What follows belongs to an exercise in optimizing a design on an open flow for small area; a production flow would make more cautious choices. Function was checked by simulation only, so behaviour that the tests miss may differ from the original. Power and IR drop assume default switching activity.

`flow/run.sh`:
```
#!/bin/bash
# synth_recipe.tcl (not shown) runs the flow's synth.tcl, then flattens the netlist and writes it again
# the make line also repeats each setting of config.mk as NAME=value (left out here)
make -C /OpenROAD-flow-scripts/flow DESIGN_CONFIG=/design/flow/config.mk WORK_HOME=/design/flow/orfs CLKGATE_MAP_FILE= SYNTH_SCRIPT=/design/flow/synth_recipe.tcl finish
```
`flow/config.mk`:
```
export PLATFORM = sky130hd
export DESIGN_NAME = id_branch_predict
export DESIGN_NICKNAME = id_branch_predict
export VERILOG_FILES = /design/flow/design.v
export SDC_FILE = /design/flow/constraint.sdc
export NUM_CORES = 4
export LEC_CHECK = 0
export CAP_MARGIN = 20
export CORE_MARGIN = 2
export CORE_UTILIZATION = 70
export CTS_BUF_LIST = sky130_fd_sc_hd__clkbuf_4 sky130_fd_sc_hd__clkbuf_8
export SLEW_MARGIN = 20
```
`flow/constraint.sdc`:
```
create_clock -name core_clock -period 13.0 [get_ports {clk}]
set_input_delay 2.6000 -clock core_clock [delete_from_list [all_inputs] [get_ports {clk}]]
set_output_delay 2.6000 -clock core_clock [all_outputs]
set_load 0.01 [all_outputs]
```
`flow/design.v`:
```
module id_branch_predict #(
    parameter int PC_WIDTH   = 32,
    parameter int DATA_WIDTH = 32,
    parameter int BHT_DEPTH  = 64,
    parameter int TAG_WIDTH  = 8
) (
    input  logic                  clk,
    input  logic                  rst,
    input  logic [PC_WIDTH-1:0]   if_pc,
    output logic                  pred_taken,
    output logic [PC_WIDTH-1:0]   pred_target,
    input  logic                  id_valid,
    input  logic                  id_stall,
    input  logic [PC_WIDTH-1:0]   id_pc,
    input  logic [1:0]            id_type,
    input  logic [2:0]            id_cmp,
    input  logic                  id_pred_taken,
    input  logic [PC_WIDTH-1:0]   id_pred_target,
    input  logic [4:0]            id_rs1,
    input  logic [4:0]            id_rs2,
    input  logic [DATA_WIDTH-1:0] reg_rdata1,
    input  logic [DATA_WIDTH-1:0] reg_rdata2,
    input  logic [DATA_WIDTH-1:0] imm,
    input  logic                  exmem_reg_write,
    input  logic                  memwb_reg_write,
    input  logic [4:0]            exmem_reg_dest,
    input  logic [4:0]            memwb_reg_dest,
    input  logic [DATA_WIDTH-1:0] exmem_reg_wdata,
    input  logic [DATA_WIDTH-1:0] wb_reg_wdata,
    output logic                  flush_pipeline,
    output logic [PC_WIDTH-1:0]   redirect_pc,
    output logic [15:0]           mispredict_cnt
);
    localparam int IDX_W   = $clog2(BHT_DEPTH);
    localparam int TAG_LSB = IDX_W + 2;
    localparam logic [1:0] TYPE_BR   = 2'b00;
    localparam logic [1:0] TYPE_JAL  = 2'b01;
    localparam logic [1:0] TYPE_JALR = 2'b10;
    localparam logic [1:0] TYPE_NONE = 2'b11;
    logic [BHT_DEPTH-1:0] tbl_p;
    logic [BHT_DEPTH-1:0] tbl_c0;
    logic [BHT_DEPTH-1:0] tbl_tag [TAG_WIDTH];
    logic [BHT_DEPTH-1:0] tbl_tgt [31:1];
    logic [IDX_W-1:0]     if_idx;
    logic [TAG_WIDTH-1:0] if_tag;
    logic [BHT_DEPTH-1:0] if_sel;
    logic                 if_p;
    logic [TAG_WIDTH-1:0] if_tag_r;
    logic [31:1]          if_tgt_r;
    assign if_idx = if_pc[IDX_W+1:2];
    assign if_tag = if_pc[TAG_LSB+TAG_WIDTH-1:TAG_LSB];
    for (genvar i = 0; i < BHT_DEPTH; i++) begin : g_if_sel
        assign if_sel[i] = (if_idx == IDX_W'(i));
    end
    assign if_p = |(if_sel & tbl_p);
    for (genvar b = 0; b < TAG_WIDTH; b++) begin : g_if_tag
        assign if_tag_r[b] = |(if_sel & tbl_tag[b]);
    end
    for (genvar b = 1; b < 32; b++) begin : g_if_tgt
        assign if_tgt_r[b] = |(if_sel & tbl_tgt[b]);
    end
    logic [31:2] if_pc4;
    assign if_pc4      = if_pc[31:2] + 30'd1;
    assign pred_taken  = if_p && (if_tag_r == if_tag);
    assign pred_target = pred_taken ? {if_tgt_r, 1'b0} : {if_pc4, if_pc[1:0]};
    logic [DATA_WIDTH-1:0] rs1_fwd;
    logic [DATA_WIDTH-1:0] rs2_fwd;
    logic ex_ok, wb_ok;
    assign ex_ok = exmem_reg_write && (exmem_reg_dest != 5'd0);
    assign wb_ok = memwb_reg_write && (memwb_reg_dest != 5'd0);
    always_comb begin
        rs1_fwd = reg_rdata1;
        if (ex_ok && (exmem_reg_dest == id_rs1))
            rs1_fwd = exmem_reg_wdata;
        else if (wb_ok && (memwb_reg_dest == id_rs1))
            rs1_fwd = wb_reg_wdata;
    end
    always_comb begin
        rs2_fwd = reg_rdata2;
        if (ex_ok && (exmem_reg_dest == id_rs2))
            rs2_fwd = exmem_reg_wdata;
        else if (wb_ok && (memwb_reg_dest == id_rs2))
            rs2_fwd = wb_reg_wdata;
    end
    logic lo_lt, hi_eq, eq, ltu, lts, rel, br_taken;
    assign lo_lt = rs1_fwd[30:0] < rs2_fwd[30:0];
    assign hi_eq = rs1_fwd[31] == rs2_fwd[31];
    assign eq    = rs1_fwd == rs2_fwd;
    assign ltu   = hi_eq ? lo_lt : rs2_fwd[31];
    assign lts   = hi_eq ? lo_lt : rs1_fwd[31];
    always_comb begin
        case ({id_cmp[2], id_cmp[1]})
            2'b00:   rel = eq;
            2'b10:   rel = lts;
            2'b11:   rel = ltu;
            default: rel = 1'b0;
        endcase
    end
    assign br_taken = (id_cmp[2] | ~id_cmp[1]) & (rel ^ id_cmp[0]);
    logic                actual_taken;
    logic [PC_WIDTH-1:0] target_base;
    logic [PC_WIDTH-1:0] target_sum;
    logic [31:1]         actual_target;
    always_comb begin
        case (id_type)
            TYPE_BR:   actual_taken = br_taken;
            TYPE_JAL:  actual_taken = 1'b1;
            TYPE_JALR: actual_taken = 1'b1;
            default:   actual_taken = 1'b0;
        endcase
    end
    assign target_base   = (id_type == TYPE_JALR) ? rs1_fwd : id_pc;
    assign target_sum    = target_base + imm;
    assign actual_target = target_sum[31:1];
    logic resolve;
    logic mispredict;
    logic [31:2] id_pc4;
    assign resolve    = id_valid && !id_stall && (id_type != TYPE_NONE);
    assign mispredict = resolve &&
                        ((actual_taken != id_pred_taken) ||
                         (actual_taken && (id_pred_target != {actual_target, 1'b0})));
    assign id_pc4     = id_pc[31:2] + 30'd1;
    assign flush_pipeline = mispredict;
    assign redirect_pc    = !mispredict ? '0 :
                            (actual_taken ? {actual_target, 1'b0} : {id_pc4, id_pc[1:0]});
    logic [IDX_W-1:0]     id_idx;
    logic [TAG_WIDTH-1:0] id_tag;
    logic [BHT_DEPTH-1:0] id_sel;
    logic                 id_p, id_c0, id_v1;
    logic [TAG_WIDTH-1:0] id_tag_r;
    assign id_idx = id_pc[IDX_W+1:2];
    assign id_tag = id_pc[TAG_LSB+TAG_WIDTH-1:TAG_LSB];
    for (genvar i = 0; i < BHT_DEPTH; i++) begin : g_id_sel
        assign id_sel[i] = (id_idx == IDX_W'(i));
    end
    assign id_p  = |(id_sel & tbl_p);
    assign id_c0 = |(id_sel & tbl_c0);
    assign id_v1 = |(id_sel & tbl_tgt[1]);
    for (genvar b = 0; b < TAG_WIDTH; b++) begin : g_id_tag
        assign id_tag_r[b] = |(id_sel & tbl_tag[b]);
    end
    logic id_hit;
    assign id_hit = (id_p | id_v1) && (id_tag_r == id_tag);
    logic upd, upd_t;
    logic new_p, new_c0, new_v1;
    assign upd   = resolve && (id_hit || actual_taken);
    assign upd_t = resolve && actual_taken;
    always_comb begin
        if (!id_hit) begin
            new_p  = 1'b1;
            new_c0 = 1'b0;
        end else if (actual_taken) begin
            new_p  = id_p | id_c0;
            new_c0 = ~id_c0 | id_p;
        end else begin
            new_p  = id_p & id_c0;
            new_c0 = ~id_c0 & id_p;
        end
        new_v1 = !new_p ? 1'b1 : (actual_taken ? actual_target[1] : id_v1);
    end
    always_ff @(posedge clk) begin
        for (int i = 0; i < BHT_DEPTH; i++) begin
            if (rst) begin
                tbl_p[i]      <= 1'b0;
                tbl_tgt[1][i] <= 1'b0;
            end else if (upd && id_sel[i]) begin
                tbl_p[i]      <= new_p;
                tbl_tgt[1][i] <= new_v1;
            end
            if (!rst && upd && id_sel[i])
                tbl_c0[i] <= new_c0;
            if (!rst && upd_t && id_sel[i]) begin
                for (int b = 0; b < TAG_WIDTH; b++)
                    tbl_tag[b][i] <= id_tag[b];
                for (int b = 2; b < 32; b++)
                    tbl_tgt[b][i] <= actual_target[b];
            end
        end
    end
    always_ff @(posedge clk) begin
        if (rst)
            mispredict_cnt <= '0;
        else if (mispredict && (mispredict_cnt != 16'hFFFF))
            mispredict_cnt <= mispredict_cnt + 16'd1;
    end
endmodule
```
==> impl_results.md, run 1 <==
- Grt total ovfl: 22
- Syn_nets: 7674
- Vias in the first global route: 99548
- Placer Congestion: 1.114
- Post-DP Area: 0.1180 mm^2
- Largest net degree at the start of global routing: 77
- PortBufs: 369
- H-tree Lvls: 5
- Post-synth EDFFs: 2496
- Hold Buf Count CTS: 0
- Die Width: 398.4 um
- First-pass GRT wire length: 848900 um
- Stop stage: 5_1_grt
- Top Ports: 370
- Seq/Total Area, Yosys: 0.7147
- Number of synthesized register bits: 2640
- Clock Tree Buf Depth: 4
- Hpwl dp: 342100 um
- Err: [ERROR GRT-0116] Global routing finished with congestion. Check the congestion regions in the DRC Viewer.
- Overall Global Routing Usage: 0.7951
- Setup bufs post-CTS: 0
- Mapped Area: 0.1089 mm^2
- Ys flop type: edfxtp_1
- TritonCTS buffer count: 400
- Async SR Flop Fraction: 0
- Synth warn: 3
- Mean post-synth cell area: 14.89 um^2
- Run status: aborted with a tool error
- Die H: 398.4 um
- # resized after CTS: 0
- Starting Density: 0.7062
- CTS Sinks: 2640
- Std-Cell Rows: 144
- Mapped Cells: 7312
- Root Buffer: clkbuf_8
- Distinct cell type count after synthesis: 90
## synthesized netlist by cell type, drive strengths merged, types with 81 or more instances
cell	instances	area, um^2
nor4	81	521.8
buf	143	576.8
a21oi	118	594.3
clkbuf	389	1460
dfxtp	144	2883
nand4	313	1958
a221oi	645	5649
mux2i	199	1992
a22o	643	5632
nand2	318	1196
nor2	404	1519
edfxtp	2496	74950
nand3	471	2357
## metal layers
metal	track usage	overflow
met1	0.8078	2
met2	0.9013	8
met3	0.7231	2
met4	0.7121	9
met5	0.5351	1
## stage by stage
step,setup slack (ns),instances
after floorplan,0.7923,7312
after global placement,0.6811,9597
after detailed placement,0.4503,9607
after CTS,0.2426,10293
## power by group through the flow
| stage | clock, uW | combinational (uW) | sequential (uW) |
|---|---|---|---|
| detailed placement | 0 | 1660 | 9980 |
| global placement | 0 | 1580 | 9980 |
| CTS | 6980 | 1690 | 9800 |
| floorplan | 0 | 743 | 10000 |
## cells by family after synthesis
kind of cell    Yosys count  share of synthesized area
compound gates         1764                     0.1343
xor+xnor                146                    0.01264
fa+ha+maj                74                   0.008570
buf+inv                 557                    0.01956
flops                  2640                     0.7147
mux                     240                    0.02263
simple gates           1891                    0.08761
## how the worst max path moves through the flow
| stage | depth (start not counted) | endpoint | start | slack, ns |
|---|---|---|---|---|
| CTS | 24 | redirect_pc[25] | memwb_reg_dest[0] | 0.24 |
| detailed placement | 22 | redirect_pc[2] | memwb_reg_dest[0] | 0.45 |
| global placement | 22 | redirect_pc[2] | memwb_reg_dest[0] | 0.68 |
| floorplan | 23 | redirect_pc[10] | exmem_reg_dest[0] | 0.79 |
==> run 2: changes to the inputs <==
--- a/flow/design.v
+++ b/flow/design.v
@@ -53,10 +53,10 @@
         assign if_sel[i] = (if_idx == IDX_W'(i));
     end
-    assign if_p = |(if_sel & tbl_p);
+    id_branch_predict_rd u_if_p (.sel(if_sel), .d(tbl_p), .q(if_p));
     for (genvar b = 0; b < TAG_WIDTH; b++) begin : g_if_tag
-        assign if_tag_r[b] = |(if_sel & tbl_tag[b]);
+        id_branch_predict_rd u_rd (.sel(if_sel), .d(tbl_tag[b]), .q(if_tag_r[b]));
     end
     for (genvar b = 1; b < 32; b++) begin : g_if_tgt
-        assign if_tgt_r[b] = |(if_sel & tbl_tgt[b]);
+        id_branch_predict_rd u_rd (.sel(if_sel), .d(tbl_tgt[b]), .q(if_tgt_r[b]));
     end
     logic [31:2] if_pc4;
@@ -69,18 +69,26 @@
     assign ex_ok = exmem_reg_write && (exmem_reg_dest != 5'd0);
     assign wb_ok = memwb_reg_write && (memwb_reg_dest != 5'd0);
-    always_comb begin
-        rs1_fwd = reg_rdata1;
-        if (ex_ok && (exmem_reg_dest == id_rs1))
-            rs1_fwd = exmem_reg_wdata;
-        else if (wb_ok && (memwb_reg_dest == id_rs1))
-            rs1_fwd = wb_reg_wdata;
-    end
-    always_comb begin
-        rs2_fwd = reg_rdata2;
-        if (ex_ok && (exmem_reg_dest == id_rs2))
-            rs2_fwd = exmem_reg_wdata;
-        else if (wb_ok && (memwb_reg_dest == id_rs2))
-            rs2_fwd = wb_reg_wdata;
-    end
+    logic s_ex1, s_wb1, s_rf1, s_ex2, s_wb2, s_rf2;
+    logic [DATA_WIDTH-1:0] rs1_n, rs2_n;
+    assign s_ex1 = ex_ok && (exmem_reg_dest == id_rs1);
+    assign s_wb1 = !s_ex1 && wb_ok && (memwb_reg_dest == id_rs1);
+    assign s_rf1 = !s_ex1 && !s_wb1;
+    assign s_ex2 = ex_ok && (exmem_reg_dest == id_rs2);
+    assign s_wb2 = !s_ex2 && wb_ok && (memwb_reg_dest == id_rs2);
+    assign s_rf2 = !s_ex2 && !s_wb2;
+    for (genvar b = 0; b < DATA_WIDTH; b++) begin : g_fwd
+        id_branch_predict_aoi222 u_rs1 (
+            .a1(s_ex1), .a2(exmem_reg_wdata[b]),
+            .b1(s_wb1), .b2(wb_reg_wdata[b]),
+            .c1(s_rf1), .c2(reg_rdata1[b]),
+            .y(rs1_n[b]));
+        id_branch_predict_aoi222 u_rs2 (
+            .a1(s_ex2), .a2(exmem_reg_wdata[b]),
+            .b1(s_wb2), .b2(wb_reg_wdata[b]),
+            .c1(s_rf2), .c2(reg_rdata2[b]),
+            .y(rs2_n[b]));
+    end
+    assign rs1_fwd = ~rs1_n;
+    assign rs2_fwd = ~rs2_n;
     logic lo_lt, hi_eq, eq, ltu, lts, rel, br_taken;
     assign lo_lt = rs1_fwd[30:0] < rs2_fwd[30:0];
@@ -134,9 +142,9 @@
         assign id_sel[i] = (id_idx == IDX_W'(i));
     end
-    assign id_p  = |(id_sel & tbl_p);
-    assign id_c0 = |(id_sel & tbl_c0);
-    assign id_v1 = |(id_sel & tbl_tgt[1]);
+    id_branch_predict_rd u_id_p  (.sel(id_sel), .d(tbl_p),      .q(id_p));
+    id_branch_predict_rd u_id_c0 (.sel(id_sel), .d(tbl_c0),     .q(id_c0));
+    id_branch_predict_rd u_id_v1 (.sel(id_sel), .d(tbl_tgt[1]), .q(id_v1));
     for (genvar b = 0; b < TAG_WIDTH; b++) begin : g_id_tag
-        assign id_tag_r[b] = |(id_sel & tbl_tag[b]);
+        id_branch_predict_rd u_rd (.sel(id_sel), .d(tbl_tag[b]), .q(id_tag_r[b]));
     end
     logic id_hit;
@@ -161,10 +169,7 @@
     always_ff @(posedge clk) begin
         for (int i = 0; i < BHT_DEPTH; i++) begin
-            if (rst) begin
-                tbl_p[i]      <= 1'b0;
-                tbl_tgt[1][i] <= 1'b0;
-            end else if (upd && id_sel[i]) begin
-                tbl_p[i]      <= new_p;
-                tbl_tgt[1][i] <= new_v1;
+            if (rst || (upd && id_sel[i])) begin
+                tbl_p[i]      <= new_p & ~rst;
+                tbl_tgt[1][i] <= new_v1 & ~rst;
             end
             if (!rst && upd && id_sel[i])
@@ -185,2 +190,24 @@
     end
 endmodule
+module id_branch_predict_rd (
+    input  logic [63:0] sel,
+    input  logic [63:0] d,
+    output logic        q
+);
+    logic [21:0] t;
+    for (genvar g = 0; g < 21; g++) begin : g_aoi
+        id_branch_predict_aoi222 u_aoi (
+            .a1(sel[3*g]),   .a2(d[3*g]),
+            .b1(sel[3*g+1]), .b2(d[3*g+1]),
+            .c1(sel[3*g+2]), .c2(d[3*g+2]),
+            .y(t[g]));
+    end
+    assign t[21] = ~(sel[63] & d[63]);
+    assign q = ~&t;
+endmodule
+module id_branch_predict_aoi222 (
+    input  logic a1, a2, b1, b2, c1, c2,
+    output logic y
+);
+    assign y = ~((a1 & a2) | (b1 & b2) | (c1 & c2));
+endmodule
==> flow/config.mk (replaced) <==
export PLATFORM = sky130hd
export DESIGN_NAME = id_branch_predict
export DESIGN_NICKNAME = id_branch_predict
export VERILOG_FILES = /design/flow/design.v
export SDC_FILE = /design/flow/constraint.sdc
export NUM_CORES = 4
export LEC_CHECK = 0
export CAP_MARGIN = 10
export CORE_MARGIN = 2
export CORE_UTILIZATION = 50
export CTS_BUF_LIST = sky130_fd_sc_hd__clkbuf_16
export CTS_CLUSTER_DIAMETER = 70
export CTS_CLUSTER_SIZE = 24
export SLEW_MARGIN = 10
export SYNTH_HIERARCHICAL = 1
==> impl_results.md, run 2 <==
- Critical path arrival: 9.92 ns
- Hold_ws: 0.5200 ns
- Overall Global Routing Usage: 0.3599
- RSZ-0062 raised after global routing: no
- R2R cell count: 12
- Std-Cell Rows: 166
- Antenna violations before repair: 32
- Internal power: 12520 uW
- Final wirelength: 383000 um
- PortBufs: 369
- Ys flop type: edfxtp_1
- Share of cells above drive strength 1: 0.1142
- Worst Setup Start Kind: primary input
- Commonest cells after routing, fill and taps aside: 2624 x edfxtp_1, 1135 x a222oi_1, 360 x clkdlybuf4s50_1
- Async SR Flop Fraction: 0
- Placer Congestion: 1.008
- Core Util, Final: 0.5742
- Mapped Area: 0.1023 mm^2
- Comb power frac: 0.114
- Final Net Count: 6853
- Area added between synthesis and finish: 14.46%
- Clock group share of total power: 0.298
- Worst slew margin: 0.07681
- R2r startpoint: tbl_tag[2][33]$_DFFE_PP_
- Met2 GRT Util: 0.5400
- Sw Ratio: 0.2569
- Global Route met1 Usage: 0.4954
- Final period util: 0.9631
- Pins over their slew limit: 0
- Starting Density: 0.5017
- Number of synthesized register bits: 2640
- DR pass1 iterations: 17
- Clock Tree Buf Depth: 3
- Endpoints failing hold: 0
- Regs by FF count: tbl_tgt (1984), tbl_tag (512)
- Top cell type's share of synthesized area: 0.7700
- H-tree Lvls: 4
- Top-count cell post-synth: edfxtp_1
- CP max FO: 33
- Die Width: 456.4 um
- Die area: 0.2083 mm^2
- Critical path depth in cells: 22
- Synth warn: 11
- Largest cells by area after synthesis: edfxtp_1 77%, a222oi_1 11%, nand4_1 1.4%, nor2_1 1.1%, nand2_1 0.91%
- Part of the power in registers: 0.589
- CTS Sinks: 2640
- Critical path's most frequent cell: buf_4
- Power Dens Cells: 143.9 mW/mm^2
- TritonCTS buffer count: 144
- Worst Setup SP: exmem_reg_dest[1]
- Remaining DRCs: 0
- Mean post-synth cell area: 17.65 um^2
- Register area: 0.07912 mm^2
- Root Buffer: clkbuf_16
- Final setup viols: 0
- Seq/Total Area, Yosys: 0.7732
- Largest net degree at the start of global routing: 70
- First-pass GRT wire length: 523100 um
- Syn_nets: 6159
- Commonest non-fill, non-tap cell in the layout: edfxtp_1
- Initial DRC count: 16302
- FMAX: 0.07987 GHz
- Worst Hold Depth: 2
- Drt via density: 7.456
- Post-synth EDFFs: 2624
- Drt wl/cell: 41.32 um
- Lkg Pwr: 0.03666 uW
- Net Sw Power: 4329 uW
- Minimum clock period: 12.52 ns
- Highest cell delay on the worst timing path: 0.64 ns
- Multi-input combinational cell area: 0.02396 mm^2
- Vias in the first global route: 64812
- Crit path kind: primary input to output pin
- Hold Path Origin: mispredict_cnt[4]$_SDFFE_PP0P_
- Routing usage on met3: 0.1013
- Crit path capture type: output pin
- Hpwl dp: 236300 um
- Crit-path cells: clkdlybuf4s50_1 -> or4_1 -> o21ai_1 -> nor4_4 -> buf_4 -> buf_4 -> a222oi_1 -> a21oi_1 -> ha_1 -> a21oi_1 -> a21boi_0 -> a2111oi_0 -> nand3_1 -> a21oi_2 -> xor3_1 -> nand4_1 -> or4_1 -> or4_4 -> nand2_1 -> buf_4 -> a211oi_1 -> clkdlybuf4s50_1
- Buffers and inverters on the worst path: 5
- Slew @ Worst Pin: 1.372 ns
- Busiest grt layer: met2
- Largest Register: tbl_tgt
- Post-Route Setup TNS: 0 ns
- Core Region: 0.2040 mm^2
- Max Cap Viol: 0
- Clock Latency Late Sink: 0.87 ns
- CP required: 10.40 ns
- Final Power: 16850 uW
- Grt total ovfl: 0
- Crit-path slowest cell: or4_1
- Commonest cells post-synth: 2624 x edfxtp_1, 1135 x a222oi_1, 292 x nor2_1, 247 x nand2_1, 234 x nand4_1
- Cell family with most CP delay: simple AND/OR/NAND/NOR gates
- Mapped Cells: 5797
- Top Ports: 370
- Setup Skew: 0.04378 ns
- Number of flip-flops in the largest register: 1984
- Worst IR Drop VDD: 152.5 uV
- Die H: 456.4 um
- Fillers: 15647
- Worst reg-to-reg setup slack: 7.05 ns
- Area leader, netlist: edfxtp_1
- CTS clk-pin slew, worst paths: 0.08 ns
- Run status: no timing/DRC/antenna violations
- Distinct cell type count after synthesis: 87
- CTS tree: done
- HP Class: flip-flop to flip-flop
- Via count: 69114
- Post-route ant nets: 0
-- run 2: kinds of logic after synthesis --
family                     after synthesis  synth area share
xor gates and xnor gates               144           0.01303
muxes                                   13          0.001455
adders and majority gates               75          0.009219
AOI/OAI and AO/OA                     1538            0.1378
buffers and inverters                  194          0.007300
and+or+nand+nor                       1193           0.05801
DFF                                   2640            0.7732
-- run 2: final cells by class --
cell class                 count  area share
antenna                       15   0.0003205
clock buffer                 146     0.03119
clock inverter                75    0.006730
inverter                      71    0.002275
multi-input combinational   2963      0.2045
sequential                  2640      0.6755
tap                         2688     0.02872
timing repair buffer         671     0.05072
-- run 2: routing by layer --
metal / vias to the layer above / part of all wire
met1: 35196 / 0.36
met2: 5482 / 0.44
li1: 27637 / -
met4: 14 / 0.050
met3: 785 / 0.14
met5: - / 0.00034
-- run 2: per-module statistics from Yosys, one instance, submodules excluded --
module                    cells inside  area [um^2]
id_branch_predict_rd                 9        51.30
id_branch_predict                 4203        88350
id_branch_predict_aoi222             1        10.01
-- run 2: per-stage QoR --
step / cell area [um^2] / setup slack (ns) / std cells
after floorplan: 102400 / 0.01439 / 5797
final: 117100 / 0.4794 / 9269
after global placement: 112600 / 0.2897 / 9031
after detailed placement: 112600 / 0.2464 / 9031
after CTS: 117000 / 0.1935 / 9252
after global routing: 117100 / 0.1157 / 9262
-- run 2: worst min-delay path, stage by stage, from the launching register on --
cell,delay (ns)
dfxtp_1,0.35
o31ai_1,0.07
a21oi_1,0.06
-- run 2: path summary, 6_finish.rpt --
| path | end |
|---|---|
| worst max register to register | tbl_c0[51]$_DFFE_PP_ |
| worst min-delay path | mispredict_cnt[4]$_SDFFE_PP0P_ |
| worst min register to register | mispredict_cnt[4]$_SDFFE_PP0P_ |
| worst max-delay path | redirect_pc[27] |
-- run 2: power groups by stage --
stage	Clock, uW	Combinational (uW)	Sequential (uW)
floorplan	0	724	10100
global placement	0	1820	10100
detailed placement	0	1860	10100
CTS	5050	1860	9920
global route	5330	1970	9920
finish	5010	1920	9920
-- run 2: what timing repair did --
item / CTS / global route
setup endpoints to repair: 0 / 33
buffers inserted: 0 / 1
resized for setup: 0 / 3
hold buffers: 0 / 0
==> run 3: changes to the inputs <==
--- a/flow/design.v
+++ b/flow/design.v
@@ -172,10 +172,9 @@
                 tbl_p[i]      <= new_p & ~rst;
                 tbl_tgt[1][i] <= new_v1 & ~rst;
-            end
-            if (!rst && upd && id_sel[i])
-                tbl_c0[i] <= new_c0;
-            if (!rst && upd_t && id_sel[i]) begin
+                tbl_c0[i]     <= new_c0;
                 for (int b = 0; b < TAG_WIDTH; b++)
                     tbl_tag[b][i] <= id_tag[b];
+            end
+            if (upd_t && id_sel[i]) begin
                 for (int b = 2; b < 32; b++)
                     tbl_tgt[b][i] <= actual_target[b];
==> flow/flow/run.sh (new file) <==
#!/bin/bash
# Standard layout (the standard.sh, standard synthesis unchanged) with two changes:
# the port buffers use the smallest buffer cell, and CTS inserts no dummy loads.
set -e
cat >> config.mk <<'EOC'
export BUFFER_PORTS_ARGS = -buffer_cell sky130_fd_sc_hd__buf_1
export CTS_ARGS = -sink_clustering_enable -repair_clock_nets -dont_use_dummy_load -sink_clustering_size 16 -sink_clustering_max_diameter 60 -buf_list sky130_fd_sc_hd__clkbuf_8
EOC
bash standard.sh > standard.log 2>&1
==> flow/standard.sh (new file) <==
#!/bin/bash
# synth_recipe.tcl (not shown) runs the flow's synth.tcl, then flattens the netlist and writes it again
# the make line also repeats each setting of config.mk as NAME=value (left out here)
make -C /OpenROAD-flow-scripts/flow DESIGN_CONFIG=/design/flow/config.mk WORK_HOME=/design/flow/orfs CLKGATE_MAP_FILE= SYNTH_SCRIPT=/design/flow/synth_recipe.tcl "${@:-finish}"
--- a/flow/config.mk
+++ b/flow/config.mk
@@ -9,7 +9,9 @@
 export CORE_MARGIN = 2
 export CORE_UTILIZATION = 50
-export CTS_BUF_LIST = sky130_fd_sc_hd__clkbuf_16
-export CTS_CLUSTER_DIAMETER = 70
-export CTS_CLUSTER_SIZE = 24
+export CTS_BUF_LIST = sky130_fd_sc_hd__clkbuf_8
+export CTS_CLUSTER_DIAMETER = 60
+export CTS_CLUSTER_SIZE = 16
 export SLEW_MARGIN = 10
 export SYNTH_HIERARCHICAL = 1
+export BUFFER_PORTS_ARGS = -buffer_cell sky130_fd_sc_hd__buf_1
+export CTS_ARGS = -sink_clustering_enable -repair_clock_nets -dont_use_dummy_load -sink_clustering_size 16 -sink_clustering_max_diameter 60 -buf_list sky130_fd_sc_hd__clkbuf_8
removed: flow/run.sh
==> impl_results.md, run 3 <==
- Area leader, netlist: edfxtp_1
- R2r startpoint: tbl_tag[7][36]$_DFFE_PP_
- First-pass GRT wire length: 491800 um
- Pre-CTS setup slack: 1.109 ns
- Die area: 0.2073 mm^2
- Worst slew margin: 0.1028
- Worst Setup SP: exmem_reg_dest[1]
- Setup bufs post-CTS: 0
- Top Ports: 370
- Crit path kind: primary input to output pin
- Number of synthesized register bits: 2640
- Die Width: 455.3 um
- Mean post-synth cell area: 17.80 um^2
- Minimum clock period: 12.09 ns
- Hpwl dp: 218000 um
- Design Area, Final: 0.1118 mm^2
- Remaining DRCs: 0
- Antenna violations before repair: 20
- Regs by FF count: tbl_tgt (1984), tbl_tag (512)
- Drt wl/cell: 39.61 um
- Clock Latency Late Sink: 1.01 ns
- Core Region: 0.2023 mm^2
- Mapped Cells: 5723
- Top cell type's share of synthesized area: 0.7736
- Drt via density: 7.355
- Grt total ovfl: 0
- Hold Path Origin: mispredict_cnt[1]$_SDFFE_PP0P_
- Post-route ant nets: 0
- Mapped Area: 0.1019 mm^2
- Synth warn: 11
- Largest net degree at the start of global routing: 70
- PortBufs: 369
- # resized after CTS: 0
- Commonest non-fill, non-tap cell in the layout: edfxtp_1
- Clock Tree Buf Depth: 3
- Lkg Pwr: 0.03436 uW
- DR pass1 iterations: 13
- Post-Route Setup TNS: 0 ns
- Final wirelength: 360500 um
- Endpoints failing hold: 0
- Overall Global Routing Usage: 0.3407
- CTS clk-pin slew, worst paths: 0.09 ns
- Std-Cell Rows: 165
- Largest cells by area after synthesis: edfxtp_1 77%, a222oi_1 11%, nand4_1 1.5%, nand2_1 1.3%, nor2_1 0.96%
- Post-DP Area: 0.1091 mm^2
- Share of cells above drive strength 1: 0.1001
- Number of flip-flops in the largest register: 1984
- Ys flop type: edfxtp_1
- Area added between synthesis and finish: 9.789%
- Async SR Flop Fraction: 0
- TritonCTS buffer count: 192
- FMAX: 0.08272 GHz
- Max Cap Viol: 0
- Top-count cell post-synth: edfxtp_1
- H-tree Lvls: 4
- Placer Congestion: 1.032
- Final setup viols: 0
- CP max FO: 32
- CP required: 10.40 ns
- Power Dens Cells: 141.7 mW/mm^2
- Largest Register: tbl_tgt
- Distinct cell type count after synthesis: 88
- Seq/Total Area, Yosys: 0.7768
- Initial DRC count: 14937
- Worst IR Drop VDD: 107.4 uV
- HP Class: flip-flop to flip-flop
- Syn_nets: 6085
- Worst Setup Start Kind: primary input
- Crit path capture type: output pin
- Starting Density: 0.5034
- Critical path arrival: 9.49 ns
- Final period util: 0.9299
- RSZ-0062 raised after global routing: no
- Root Buffer: clkbuf_8
- Hold_ws: 0.5038 ns
- Run status: no timing/DRC/antenna violations
- Die H: 455.3 um
- Final Net Count: 6779
- Setup Skew: 0.1259 ns
- CTS tree: done
- Slew @ Worst Pin: 1.333 ns
- Worst Setup Slack, final: 0.9107 ns
- Post-synth EDFFs: 2624
- CTS Sinks: 2640
- Via count: 66944
- Pins over their slew limit: 0
- Commonest cells after routing, fill and taps aside: 2624 x edfxtp_1, 1135 x a222oi_1, 360 x buf_1
- Hold Buf Count CTS: 0
- Vias in the first global route: 62379
- Commonest cells post-synth: 2624 x edfxtp_1, 1135 x a222oi_1, 355 x nand2_1, 260 x nor2_1, 243 x nand4_1
run 3: changes by cell type in the layout (fill, tap and decap cells not counted), sizes merged, moves of 9 or more:
cell / delta
clkdlybuf4s50: -360
buf: +276
nand2: +108
a21o: -58
clkbuf: +53
inv: -43
nor3: -43
nor2: -30
clkinv: -21
a21oi: -15
nand2b: -11
and3: -10
nand4: +9
run 3: modules after synthesis (local to each module, per instance):
module / cell area [um^2] / flops+latches / times used
id_branch_predict: 87880 / 2640 / 1
id_branch_predict_rd: 51.30 / 0 / 51
id_branch_predict_aoi222: 10.01 / 0 / 1135
run 3: final timing paths:
path	cells past startpoint	slack, ns	end
worst max register to register	11	7.53	tbl_c0[1]$_DFFE_PP_
worst max-delay path	25	0.91	redirect_pc[21]
worst min register to register	2	0.50	mispredict_cnt[1]$_SDFFE_PP0P_
worst min-delay path	2	0.50	mispredict_cnt[1]$_SDFFE_PP0P_
run 3: per-stage QoR:
step	utilization	std cells	power [uW]
floorplan	-	5723	11130
global placement	0.5394	8894	12120
detailed placement	0.5394	8894	12170
CTS	0.5524	9086	15840
global route	0.5526	9095	16250
finish	0.5527	9102	15850
run 3: cell type report:
type	instances	area, um^2
Multi-Input combinational cell	2920	23330
Timing Repair Buffer	594	3098
Antenna cell	15	37.54
Fill cell	15986	90500
Inverter	69	259.0
Clock buffer	192	2643
Tap cell	2672	3343
Sequential cell	2640	79120
run 3: layer usage:
metal | up-vias | global-route usage | wire length [um]
li1 | 27178 | - | -
met1 | 34398 | 0.4665 | 133100
met2 | 4712 | 0.5373 | 168700
met3 | 652 | 0.05641 | 39500
met4 | 4 | 0.1591 | 19240
met5 | - | 0 | 27
run 3: logic make-up after synthesis:
logic type | count (synthesis) | synth area share
AO/OA/AOI/OAI | 1469 | 0.1339
XOR/XNOR | 147 | 0.01396
adder cells (fa/ha/maj) | 75 | 0.009262
buffers and inverters | 163 | 0.006474
flip-flops | 2640 | 0.7768
multiplexers | 18 | 0.001855
AND/OR/NAND/NOR | 1211 | 0.05777
run 3: critical path, stage by stage:
cell and delay [ns]:
buf_1 0.12, or4_1 0.51, o21ai_0 0.42, nor4_4 0.12
nor2_2 0.12, buf_4 0.36, a222oi_1 0.16, buf_4 0.19
a21oi_1 0.32, nand2_1 0.12, fa_1 0.44, nand2b_1 0.20
a211oi_2 0.53, o21ai_1 0.19, and2_1 0.24, xnor3_1 0.20
a2111oi_0 0.61, nand4_1 0.23, nor4b_1 0.54, and4_1 0.26
buf_4 0.24, or2_1 0.18, buf_4 0.28, a211oi_1 0.10
buf_1 0.17
run 3: report_power, final:
part | leakage [uW] | internal (uW) | switching, uW
logic | 0.00867 | 334 | 1520
clock network | 0.00138 | 1320 | 2510
registers | 0.0243 | 10100 | 91.6
total | 0.0344 | 11700 | 4120
==> run 4: changes to the inputs <==
--- a/flow/config.mk
+++ b/flow/config.mk
@@ -8,5 +8,5 @@
 export CAP_MARGIN = 10
 export CORE_MARGIN = 2
-export CORE_UTILIZATION = 50
+export CORE_UTILIZATION = 58
 export CTS_BUF_LIST = sky130_fd_sc_hd__clkbuf_8
 export CTS_CLUSTER_DIAMETER = 60
==> impl_results.md, run 4 <==
- Overall Global Routing Usage: 0.3855
- R2R Path End: tbl_tag[6][24]$_DFFE_PP_
- Die H: 423.1 um
- Final Net Count: 6819
- Commonest non-fill, non-tap cell in the layout: edfxtp_1
- Worst Hold Depth: 2
- CP max FO: 33
- Mapped Area: 0.1019 mm^2
- Largest cells by area after synthesis: edfxtp_1 77%, a222oi_1 11%, nand4_1 1.5%, nand2_1 1.3%, nor2_1 0.96%
- Distinct cell type count after synthesis: 88
- HP Class: flip-flop to flip-flop
- Ys flop type: edfxtp_1
- Seq/Total Area, Yosys: 0.7768
- Register area: 0.07912 mm^2
- Top-count cell post-synth: edfxtp_1
- Die area: 0.1790 mm^2
- Std-Cell Rows: 153
- Final wirelength: 350400 um
- Crit path kind: primary input to output pin
- Vias in the first global route: 63834
- R2R cell count: 12
- Clock Tree Buf Depth: 3
- Max Cap Viol: 0
- Post-Route Setup TNS: 0 ns
- Post-route ant nets: 0
- Antenna violations before repair: 19
- Root Buffer: clkbuf_8
- Crit path capture type: output pin
- Lkg Pwr: 0.03457 uW
- Met2 GRT Util: 0.5733
- Initial DRC count: 14240
- Drt via density: 7.669
- CTS Sinks: 2640
- Via count: 67430
- Pre-CTS setup slack: 1.131 ns
- Setup Skew: 0.1763 ns
- Area added between synthesis and finish: 9.637%
- Placer Congestion: 1.041
- Hold Buf Count CTS: 0
- Top Ports: 370
- Starting Density: 0.5847
- Synth warn: 11
- Hpwl dp: 210300 um
- CP required: 10.40 ns
- Crit-path slowest cell: a2111oi_0
- Largest Register: tbl_tgt
- Highest cell delay on the worst timing path: 0.53 ns
- Number of synthesized register bits: 2640
- Busiest grt layer: met2
- Complex-gate fraction of the synthesized area: 0.1339
- Minimum clock period: 11.96 ns
- Worst reg-to-reg setup slack: 7.45 ns
- Power Dens Cells: 141.5 mW/mm^2
- Global Route met1 Usage: 0.5211
- Regs by FF count: tbl_tgt (1984), tbl_tag (512)
- Area leader, netlist: edfxtp_1
- FMAX: 0.08358 GHz
- Grt total ovfl: 0
- RSZ-0062 raised after global routing: no
- Worst Hold End: mispredict_cnt[1]$_SDFFE_PP0P_
- Die Width: 423.1 um
- Remaining DRCs: 0
- Async SR Flop Fraction: 0
- Commonest cells post-synth: 2624 x edfxtp_1, 1135 x a222oi_1, 355 x nand2_1, 260 x nor2_1, 243 x nand4_1
- Commonest cells after routing, fill and taps aside: 2624 x edfxtp_1, 1135 x a222oi_1, 360 x buf_1
- Final period util: 0.9204
- Core Region: 0.1742 mm^2
- Worst slew margin: 0.1754
- Number of flip-flops in the largest register: 1984
- Worst Setup Start Kind: primary input
- Setup bufs post-CTS: 0
- Multi-input combinational cell area: 0.02333 mm^2
- Worst Setup Slack, final: 1.035 ns
- Run status: no timing/DRC/antenna violations
- Slew @ Worst Pin: 1.233 ns
- Fillers: 12435
- XOR/XNOR share of the synthesized area: 0.01396
- Final setup viols: 0
- TritonCTS buffer count: 191
- Buffers and inverters on the worst path: 8
- First-pass GRT wire length: 483200 um
- CTS tree: done
- Post-Synth Simple-Gate Area: 0.05777
- CTS clk-pin slew, worst paths: 0.09 ns
- Fraction of synthesized area in multiplexers: 0.001855
- R2r startpoint: tbl_tag[7][36]$_DFFE_PP_
- Post-synth EDFFs: 2624
- Top cell type's share of synthesized area: 0.7736
- Post-synthesis adder-cell area fraction: 0.009262
- Syn_nets: 6085
- Share of cells above drive strength 1: 0.1057
- Routing usage on met3: 0.1009
- Critical path's most frequent cell: buf_4
- Mean post-synth cell area: 17.80 um^2
- Pins over their slew limit: 0
- Endpoints failing hold: 0
- Critical path arrival: 9.36 ns
- H-tree Lvls: 4
- Hold Path Origin: mispredict_cnt[1]$_SDFFE_PP0P_
- DR pass1 iterations: 13
- Main combinational cell family by area after synthesis: compound AO/OA/AOI/OAI gates
- Critical path depth in cells: 26
- # resized after CTS: 0
- Drt wl/cell: 39.85 um
- PortBufs: 369
- Cell family with most CP delay: simple AND/OR/NAND/NOR gates
- Clock Latency Late Sink: 1.02 ns
- Largest net degree at the start of global routing: 69
- Mapped Cells: 5723
- Worst IR Drop VDD: 121.9 uV
-- run 4: cell types whose count changed in the layout (fill, tap and decap cells not counted) --
| cell | previous run | this run |
|---|---|---|
| buf_4 | 224 | 266 |
| buf_2 | 2 | 5 |
| diode_2 | 15 | 13 |
| nor3_1 | 23 | 22 |
| nor2_1 | 191 | 192 |
| clkbuf_8 | 192 | 191 |
| clkbuf_2 | 7 | 4 |
| buf_12 | 1 | 0 |
| nor3_2 | 66 | 67 |
| nor2_2 | 4 | 3 |
-- run 4: area by class of cell --
cell class / count / area share
inverters: 69 / 0.002319
diodes: 13 / 0.0002913
repair buffers: 635 / 0.03039
flip-flops and latches: 2640 / 0.7085
clock buffers: 191 / 0.02354
well taps: 2325 / 0.02605
multi-input cells: 2920 / 0.2089
-- run 4: logic make-up (layout without fill, tap and decap cells) --
kind of cell    count (synthesis)  count (layout)
compound gates               1469            1469
xor+xnor                      147             147
fa+ha+maj                      75              75
buf+inv                       163             895
flops                        2640            2640
mux                            18              18
other cells                     0              13
simple gates                 1211            1211
-- run 4: worst reg2reg max path: stages (launching register included) --
cell and delay [ns]:
edfxtp_1 0.41, a222oi_1 0.44, nand4_1 0.37, nor4_1 0.73, nand2_1 0.14, xor2_1 0.18, nor4_1 0.59, o2111ai_1 0.42
nand3_1 0.20, and2_2 0.15, buf_4 0.74, nand2_1 0.18, nand2_1 0.52
-- run 4: worst max path at each step --
stage                      start  slack (ns)              end
2_1_floorplan  exmem_reg_dest[4]         0.1  redirect_pc[10]
3_3_place_gp   exmem_reg_dest[1]        1.29  redirect_pc[21]
3_5_place_dp   exmem_reg_dest[1]        1.13  redirect_pc[11]
4_1_cts        exmem_reg_dest[1]        1.11  redirect_pc[11]
5_1_grt        exmem_reg_dest[1]        0.58   redirect_pc[2]
6_report       exmem_reg_dest[1]        1.04   redirect_pc[2]
-- run 4: per-module statistics from Yosys, one instance, submodules excluded --
module	area [um^2]	cells inside	times used	flip-flops and latches
id_branch_predict_rd	51.30	9	51	0
id_branch_predict	87880	4129	1	2640
id_branch_predict_aoi222	10.01	1	1135	0
-- run 4: report_power, final --
group          internal [uW]  switching [uW]  total [uW]
sequential             10100            92.2       10200
clock                   1310            2460        3770
combinational            338            1520        1860
total                  11700            4070       15800
-- run 4: per-layer routing --
metal	wire, um	up-vias
li1	-	27245
met5	84	-
met1	123800	34210
met3	48080	748
met4	23420	10
met2	155000	5217
-- run 4: through the flow --
step / utilization / hold slack (ns) / instance area [um^2] / std cells / total power, uW
after floorplan: - / 0.5070 / 101900 / 5723 / 11130
after global placement: 0.6257 / 0.4941 / 109000 / 8588 / 12110
after detailed placement: 0.6257 / 0.5216 / 109000 / 8589 / 12170
after CTS: 0.6408 / 0.5356 / 111600 / 8780 / 15770
after global routing: 0.6410 / 0.5628 / 111700 / 8790 / 16190
final: 0.6410 / 0.5347 / 111700 / 8793 / 15800
==> run 5: changes to the inputs <==
--- a/flow/design.v
+++ b/flow/design.v
@@ -183,8 +183,6 @@
     end
     always_ff @(posedge clk) begin
-        if (rst)
-            mispredict_cnt <= '0;
-        else if (mispredict && (mispredict_cnt != 16'hFFFF))
-            mispredict_cnt <= mispredict_cnt + 16'd1;
+        if (rst || (mispredict && !(&mispredict_cnt)))
+            mispredict_cnt <= (mispredict_cnt + 16'd1) & {16{~rst}};
     end
 endmodule
--- a/flow/config.mk
+++ b/flow/config.mk
@@ -8,5 +8,5 @@
 export CAP_MARGIN = 10
 export CORE_MARGIN = 2
-export CORE_UTILIZATION = 58
+export CORE_UTILIZATION = 50
 export CTS_BUF_LIST = sky130_fd_sc_hd__clkbuf_8
 export CTS_CLUSTER_DIAMETER = 60
==> impl_results.md, run 5 <==
- Run status: no timing/DRC/antenna violations
- Commonest cells post-synth: 2640 x edfxtp_1, 1135 x a222oi_1, 258 x nor2_1, 234 x nand4_1, 230 x nand2_1
- Lkg Pwr: 0.03476 uW
- Worst slew margin: 0.08683
- R2R Path End: tbl_tag[1][24]$_DFFE_PP_
- Clock Latency Late Sink: 1.04 ns
- RSZ-0062 raised after global routing: no
- Antenna violations before repair: 27
- Syn_nets: 5978
- Worst Setup Start Kind: primary input
- Drt via density: 7.301
- Global Route met1 Usage: 0.4437
- Vias in the first global route: 61670
- Final Power: 15880 uW
- Non-Filler Instances: 9029
- Endpoints failing hold: 0
- Mean post-synth cell area: 18.09 um^2
- Setup bufs post-CTS: 0
- Internal power: 11770 uW
- Remaining DRCs: 0
- Post-route ant nets: 0
- Crit-path cells: buf_1 -> or4_1 -> o21ai_0 -> nor4_4 -> buf_4 -> nor2_2 -> a222oi_1 -> mux2i_1 -> ha_1 -> nand3_1 -> a211oi_2 -> nor2_1 -> o31ai_1 -> xor3_1 -> nor3_1 -> nand4_1 -> a2111o_1 -> nor4_4 -> buf_12 -> nor3_1 -> buf_1
- Final Net Count: 6699
- HP Class: flip-flop to flip-flop
- CTS clk-pin slew, worst paths: 0.10 ns
- Seq/Total Area, Yosys: 0.7805
- Routing usage on met3: 0.07722
- Number of flip-flops in the largest register: 1984
- Die Width: 454.7 um
- Met2 GRT Util: 0.5235
- First-pass GRT wire length: 479300 um
- CTS tree: done
- Pins over their slew limit: 0
- Overall Global Routing Usage: 0.3320
- Critical path arrival: 9.90 ns
- Final setup viols: 0
- CTS Sinks: 2640
- Core Region: 0.2021 mm^2
- Hpwl dp: 213100 um
- Setup Skew: 0.1089 ns
- Comb power frac: 0.117
- Top-count cell post-synth: edfxtp_1
- Crit-path slowest cell: nor4_4
- Placer Congestion: 1.018
- Worst Hold Depth: 1
- Largest net degree at the start of global routing: 71
- Post-Route Setup TNS: 0 ns
- Ys flop type: edfxtp_1
- Via count: 65917
- # resized after CTS: 0
- Largest Register: tbl_tgt
- FMAX: 0.08002 GHz
- Minimum clock period: 12.50 ns
- Sw Ratio: 0.2590
- Worst Setup Slack, final: 0.5036 ns
- Final period util: 0.9613
- Mapped Area: 0.1016 mm^2
- Die area: 0.2068 mm^2
- Part of the power in registers: 0.642
- Hold Buf Count CTS: 0
- Drt wl/cell: 38.69 um
- Number of synthesized register bits: 2640
- Busiest grt layer: met2
- H-tree Lvls: 4
- Pre-CTS setup slack: 0.6967 ns
- Worst Hold End: mispredict_cnt[0]$_DFFE_PP_
- Clock group share of total power: 0.241
- Worst IR Drop VDD: 118.8 uV
- R2r startpoint: tbl_tag[6][15]$_DFFE_PP_
- Largest cells by area after synthesis: edfxtp_1 78%, a222oi_1 11%, nand4_1 1.4%, nor2_1 0.95%, ha_1 0.90%
- TritonCTS buffer count: 193
- Mapped Cells: 5616
- Commonest cells after routing, fill and taps aside: 2640 x edfxtp_1, 1135 x a222oi_1, 360 x buf_1
- Fillers: 15839
- Slew @ Worst Pin: 1.357 ns
- PortBufs: 369
- Worst reg-to-reg setup slack: 7.46 ns
- Clock Tree Buf Depth: 3
- Area leader, netlist: edfxtp_1
- Post-synth EDFFs: 2640
- Std-Cell Rows: 165
- Power Dens Cells: 141.9 mW/mm^2
- Final wirelength: 349300 um
- Root Buffer: clkbuf_8
- Crit path capture type: output pin
- Top Ports: 370
- Hold Path Origin: mispredict_cnt[0]$_DFFE_PP_
- Top cell type's share of synthesized area: 0.7805
- Regs by FF count: tbl_tgt (1984), tbl_tag (512)
- Grt total ovfl: 0
- Area added between synthesis and finish: 10.20%
- CP max FO: 29
- Crit path kind: primary input to output pin
- Die H: 454.7 um
- DR pass1 iterations: 13
- Distinct cell type count after synthesis: 78
- Async SR Flop Fraction: 0
- Placed Instances: 8814
- CP required: 10.40 ns
- Net Sw Power: 4113 uW
- Highest cell delay on the worst timing path: 1.02 ns
- Initial DRC count: 13694
- Commonest non-fill, non-tap cell in the layout: edfxtp_1
- Share of cells above drive strength 1: 0.1062
- Max Cap Viol: 0
- R2R cell count: 10
- Synth warn: 11
- Starting Density: 0.5025
[run 5: changes by cell type in the layout (fill, tap and decap cells not counted), sizes merged, moves of 11 or more]
cell | before | now
nor3 | 89 | 113
dfxtp | 16 | 0
buf | 631 | 612
edfxtp | 2624 | 2640
a211oi | 89 | 56
a21o | 12 | 77
xor2 | 58 | 83
a21oi | 97 | 112
nand2 | 355 | 231
inv | 69 | 58
[run 5: worst max-delay path by stage]
stage | cells past startpoint | startpoint | endpoint | slack, ns
after global routing | 21 | exmem_reg_dest[2] | redirect_pc[27] | 0.31
after CTS | 21 | exmem_reg_dest[2] | redirect_pc[15] | 0.68
final | 21 | exmem_reg_dest[2] | redirect_pc[15] | 0.50
after global placement | 21 | exmem_reg_dest[2] | redirect_pc[10] | 0.80
after detailed placement | 21 | exmem_reg_dest[2] | redirect_pc[15] | 0.70
after floorplan | 18 | exmem_reg_dest[4] | redirect_pc[10] | 0.03
[run 5: worst max-delay path: cells and delay by family]
| family | cells | cell delay (ns) |
|---|---|---|
| buffers and inverters | 4 | 0.98 |
| and+or+nand+nor | 9 | 3.00 |
| xor gates and xnor gates | 1 | 0.33 |
| adders and majority gates | 1 | 0.49 |
| muxes | 1 | 0.16 |
| AOI/OAI and AO/OA | 5 | 2.26 |
[run 5: area by class of cell]
class	count	area [um^2]	area share
clock buffer	193	2656	0.02373
antenna	22	55.05	0.0004918
inverter	58	217.7	0.001945
timing repair buffer	621	3303	0.02951
tap	2672	3343	0.02987
multi-input combinational	2823	23080	0.2062
sequential	2640	79280	0.7082
[run 5: per-module statistics from Yosys, one instance, submodules excluded]
| module | cell area [um^2] | flops+latches | copies in the design | cells |
|---|---|---|---|---|
| id_branch_predict_rd | 51.30 | 0 | 51 | 9 |
| id_branch_predict_aoi222 | 10.01 | 0 | 1135 | 1 |
| id_branch_predict | 87590 | 2640 | 1 | 4022 |
[run 5: metal layers]
layer	routed length, um	part of all wire
met5	42	0.00012
met4	17680	0.051
met3	41970	0.12
met2	163100	0.47
met1	126500	0.36
[run 5: power groups by stage]
stage | combinational, uW | sequential, uW | clock, uW
after floorplan | 764 | 10400 | 0
after global placement | 1790 | 10400 | 0
after detailed placement | 1830 | 10400 | 0
after CTS | 1830 | 10200 | 3860
after global routing | 1940 | 10200 | 4140
final | 1860 | 10200 | 3830
[run 5: logic make-up (layout without fill, tap and decap cells)]
group,count (synthesis),count (layout),share of synthesized area
adder cells (fa/ha/maj),74,74,0.009190
AO/OA/AOI/OAI,1500,1500,0.1357
other,0,22,0
AND/OR/NAND/NOR,1069,1069,0.05187
XOR/XNOR,168,168,0.01550
flip-flops,2640,2640,0.7805
buffers and inverters,153,872,0.005975
multiplexers,12,12,0.001232
[run 5: metrics by stage]
stage          hold WS (ns)    util  cell area, um^2
5_1_grt              0.6575  0.5537           111900
4_1_cts              0.6417  0.5536           111900
2_1_floorplan        0.6279       -           101600
3_3_place_gp         0.6228  0.5404           109200
3_5_place_dp         0.6263  0.5404           109200
6_report             0.6476  0.5538           111900

## re-timing with driven ports
The results above use ideal ports. As a check the final layouts listed here were re-extracted and re-timed, cells and wires unchanged. Step 1, drivers: a clkbuf_16 drives clk and a buf_2 each remaining input, both assumed. Step 2 moves the port delays by t, midway between the first and last clock arrival at a register: inputs arrive t later, outputs are due t later. That takes back most of the time a late clock gives input paths. Three values: ideal ports, drivers, drivers and shift; two values: the first two.
run | t (ns) | slack for setup (ns) | hold WS [ns] | worst setup path after step 2
run 2 | 0.941 | 0.479 / 0.456 / 0.456 | 0.520 / 0.520 / 0.520 | input to output
run 3 | 1.021 | 0.911 / 0.889 / 0.889 | 0.504 / 0.504 / 0.504 | input to output
run 4 | 1.021 | 1.035 / 1.014 / 1.014 | 0.535 / 0.535 / 0.535 | input to output
run 5 | 1.073 | 0.504 / 0.481 / 0.481 | 0.648 / 0.648 / 0.648 | input to output
After both steps setup and hold are still met in every run listed.
